This design comes from an exercise in tuning for small area on the open sky130 flow, not from production work. Only simulation tests tie the RTL to the original design; equivalence was not proved. Power is estimated from default activity; no workload was simulated.

## v37
==> flow/design.v (excerpt) <==
module pg_top #(
    parameter int phase_slots = 32
) (
    input  logic       i_EMUCLK,
    input  logic       i_rst,
    input  logic [6:0] i_kc,
    input  logic [5:0] i_kf,
    input  logic [2:0] i_dt1,
    input  logic [3:0] i_mul,
    input  logic       i_phase_rst,
    output logic [9:0] o_phase,
    output logic [4:0] o_eg_shift
);
clock: 5.0 ns
lec_check: 0
cap_margin: 20
core_margin: 2
core_utilization: 70
gpl_timing_driven: 0
slew_margin: 20
standard.sh (not shown) runs the stock make flow with config.mk's settings and CLKGATE_MAP_FILE= SYNTH_SCRIPT=/design/flow/synth_recipe.tcl, a recipe that flattens the netlist after the stock synthesis.
==> flow/flow/run.sh <==
#!/bin/bash
# The standard layout, with a leaner clock tree (no dummy loads, larger
# sink clusters) and the smallest buffer on each port. The tools' own logs
# stay under orfs/logs; make's output goes to standard.log.
set -u
export CTS_ARGS="-sink_clustering_enable -repair_clock_nets -dont_use_dummy_load -sink_clustering_size 20 -sink_clustering_max_diameter 60 -buf_list sky130_fd_sc_hd__clkbuf_8"
export RECOVER_POWER=100
export BUFFER_PORTS_ARGS="-buffer_cell sky130_fd_sc_hd__buf_1"
bash standard.sh > standard.log 2>&1
#### Input delta (v27 over v37)
# v37
export LEC_CHECK = 0
export CAP_MARGIN = 20
export CORE_MARGIN = 2
export CORE_UTILIZATION = 70
export GPL_TIMING_DRIVEN = 0
export SLEW_MARGIN = 20
create_clock -name core_clock -period 5.0 [get_ports {i_EMUCLK}]
# v27
export LEC_CHECK = 0
export CAP_MARGIN = 20
export CORE_MARGIN = 2
export CORE_UTILIZATION = 60
export GPL_TIMING_DRIVEN = 0
export SLEW_MARGIN = 20
create_clock -name core_clock -period 5.0 [get_ports {i_EMUCLK}]
==> flow/flow/run.sh <==
#!/bin/bash
# The standard layout, with a leaner clock tree (no dummy loads, larger
# sink clusters) and the smallest buffer on each port. The tools' own logs
# stay under orfs/logs; make's output goes to standard.log.
set -u
export CTS_ARGS="-sink_clustering_enable -repair_clock_nets -dont_use_dummy_load -sink_clustering_size 20 -sink_clustering_max_diameter 60 -buf_list sky130_fd_sc_hd__clkbuf_8"
export BUFFER_PORTS_ARGS="-buffer_cell sky130_fd_sc_hd__buf_1"
bash standard.sh > standard.log 2>&1
[summary]
- v37 → v27: number of buffers on the longest clock path has remained practically unchanged; number of stages on the worst setup path has increased.
- v37 reports its critical path startpoint as mul_s2[1] while v27 reports i_kc[1].
- Compared with v37, v27 shows final clock period utilization by the worst path lower by 1.4 points.
- Relative contribution of combinational cells to total power, v37 and v27, lower one = v27.
- Compared with v37, in v27 clock period minus final worst setup slack lower, routability-driven placement congestion ratio lower, design area higher.
Inputs modified between v27 and v16:
# v27
export LEC_CHECK = 0
export CAP_MARGIN = 20
export CORE_MARGIN = 2
export CORE_UTILIZATION = 60
export GPL_TIMING_DRIVEN = 0
export SLEW_MARGIN = 20
create_clock -name core_clock -period 5.0 [get_ports {i_EMUCLK}]
# v16
export LEC_CHECK = 0
export CAP_MARGIN = 20
export CORE_MARGIN = 2
export CORE_UTILIZATION = 70
export GPL_TIMING_DRIVEN = 0
export SLEW_MARGIN = 20
create_clock -name core_clock -period 5.0 [get_ports {i_EMUCLK}]
[summary]
The transition time at the pin with the least slew margin in v16 was higher than what v27 gave.
The final wirelength in v16 is 1.11 times that in v27.
Every run in the comparison, v16 and v27, completed the flow with a clean layout.
In the reports for v16 and v27, the larger relative area change from synthesis to final layout belongs to v27.
Looking only at core area, and setting everything else aside, the higher value of v16 and v27 goes to v27.
Going from v27 to v16, full die area shrank by more than 10%.
Compared with v27, v16 improves final area.


before:
pg_top, a different RTL version from the one above (not shown whole).
For scale: ~1,500 cells after synthesis, about 38 I/O pins.
Settings: LEC_CHECK=0, CAP_MARGIN=20, CORE_MARGIN=2, CORE_UTILIZATION=70, GPL_TIMING_DRIVEN=0, PLACE_DENSITY=0.75, SLEW_MARGIN=20; clock period 5.0 ns.
==> flow/flow/run.sh <==
#!/bin/bash
# The standard layout, with a leaner clock tree (no dummy loads, larger
# sink clusters) and the smallest buffer on each port. The tools' own logs
# stay under orfs/logs; make's output goes to standard.log.
set -u
export CTS_ARGS="-sink_clustering_enable -repair_clock_nets -dont_use_dummy_load -sink_clustering_size 20 -sink_clustering_max_diameter 60 -buf_list sky130_fd_sc_hd__clkbuf_8"
export BUFFER_PORTS_ARGS="-buffer_cell sky130_fd_sc_hd__buf_1"
bash standard.sh > standard.log 2>&1
Edits applied to the flow inputs when going from before to after:
- a change of PLACE_DENSITY from 0.75 to 0.85
- [compare] base=before new=after: overall power after layout now larger; critical path depth now larger; wire length now larger.
- Between after and before, the difference in number of instances in the placed design is negligible.
- The cell count of before and that of after are within noise of each other.
- Worst slew margin relative to its limit delta (after -> before): insignificant
- after has less setup slack than before.
- Summary of after over before: post-route minimum period saw an increase; worst hold slack shrank by 6.5 ps; sequential fraction of design power essentially unchanged.
- There was hardly any difference in register-to-register slack between before and after.


Setup of build 68:
pg_top with an RTL version that a note above also has.
Size in the first run: ~710 flip-flops, roughly 38 I/O pins, about 20,000 µm² of cells after synthesis.
Design pg_top, start of the top module:
module pg_top #(
    parameter int phase_slots = 32
) (
    input  logic       i_EMUCLK,
    input  logic       i_rst,
    input  logic [6:0] i_kc,
    input  logic [5:0] i_kf,
    input  logic [2:0] i_dt1,
    input  logic [3:0] i_mul,
    input  logic       i_phase_rst,
    output logic [9:0] o_phase,
    output logic [4:0] o_eg_shift
);
clock: 5.0 ns
lec_check: 0
cap_margin: 20
core_margin: 2
core_utilization: 70
gpl_timing_driven: 0
slew_margin: 20
==> flow/flow/run.sh <==
#!/bin/bash
# The standard layout, with a leaner clock tree (no dummy loads, larger
# sink clusters) and the smallest buffer on each port. The tools' own logs
# stay under orfs/logs; make's output goes to standard.log.
set -u
export CTS_ARGS="-sink_clustering_enable -repair_clock_nets -dont_use_dummy_load -sink_clustering_size 16 -sink_clustering_max_diameter 50 -buf_list {sky130_fd_sc_hd__clkbuf_4 sky130_fd_sc_hd__clkbuf_8}"
export BUFFER_PORTS_ARGS="-buffer_cell sky130_fd_sc_hd__buf_1"
bash standard.sh > standard.log 2>&1
## Diff of input files: build 32 against build 68
==> flow/flow/run.sh <==
#!/bin/bash
# The standard layout, with a leaner clock tree (no dummy loads, larger
# sink clusters) and the smallest buffer on each port. The tools' own logs
# stay under orfs/logs; make's output goes to standard.log.
set -u
export CTS_ARGS="-sink_clustering_enable -repair_clock_nets -dont_use_dummy_load -sink_clustering_size 20 -sink_clustering_max_diameter 60 -buf_list sky130_fd_sc_hd__clkbuf_8"
export BUFFER_PORTS_ARGS="-buffer_cell sky130_fd_sc_hd__buf_1"
bash standard.sh > standard.log 2>&1
diff --git a/flow/config.mk b/flow/config.mk
--- a/flow/config.mk
+++ b/flow/config.mk
@@ -9,4 +9,3 @@
 export CORE_MARGIN = 2
 export CORE_UTILIZATION = 70
-export GPL_TIMING_DRIVEN = 0
 export SLEW_MARGIN = 20
==> comparison <==
On global-route wire length before repair: build 32 sits above build 68. Looking at post-route worst hold slack across both flows, build 32 is the weaker of the two, with build 68 ahead. Per the comparison of build 32 with build 68, total wire length after detailed routing has decreased, via count has decreased, post-route cell area has remained practically unchanged, number of buffers added by the clock tree synthesis step has decreased, count of clock-net buffers in the final layout has decreased. Comparing build 32 and build 68, clock share of power is lower on build 32. In build 32 the fmax turned out 2.1% higher than in build 68.

[separate check: timing with driven ports]
The flow's constraints put no driver on any port. The routed layouts listed below were extracted and timed again, unchanged, in two steps.
Step 1 (the two cells are an assumption about what drives the block):
set clk [get_ports {i_EMUCLK}]
set_driving_cell -lib_cell sky130_fd_sc_hd__clkbuf_16 $clk
set_driving_cell -lib_cell sky130_fd_sc_hd__buf_2 [delete_from_list [all_inputs] $clk]
Step 2 also shifts input and output timing later by t, the mid clock arrival at the registers, as if the neighbouring blocks saw the same clock.
Three values: ideal ports, drivers, drivers and shift; two values: the first two.
run	t, ns	setup slack, ns	slew at the worst register clock pin (ns)	cell pins on the clock port's net
v37	0.605	0.126 / 0.126 / -0.450	0.11 / 0.11	1
v27	0.634	0.198 / 0.226 / -0.408	0.12 / 0.12	1
v16	0.605	0.122 / 0.122 / -0.423	0.11 / 0.11	1
before	0.601	0.176 / 0.176 / -0.386	0.11 / 0.11	1
after	0.613	0.152 / 0.178 / -0.436	0.12 / 0.12	1
build 68	0.619	0.117 / 0.144 / -0.476	0.10 / 0.10	1
build 32	0.603	0.218 / 0.242 / -0.361	0.12 / 0.12	1
Met with ideal ports but missed after step 2: setup timing in every run listed. The setup slack of v27, which loses most, moves by +0.028 ns with the drivers and by -0.606 ns with both steps.
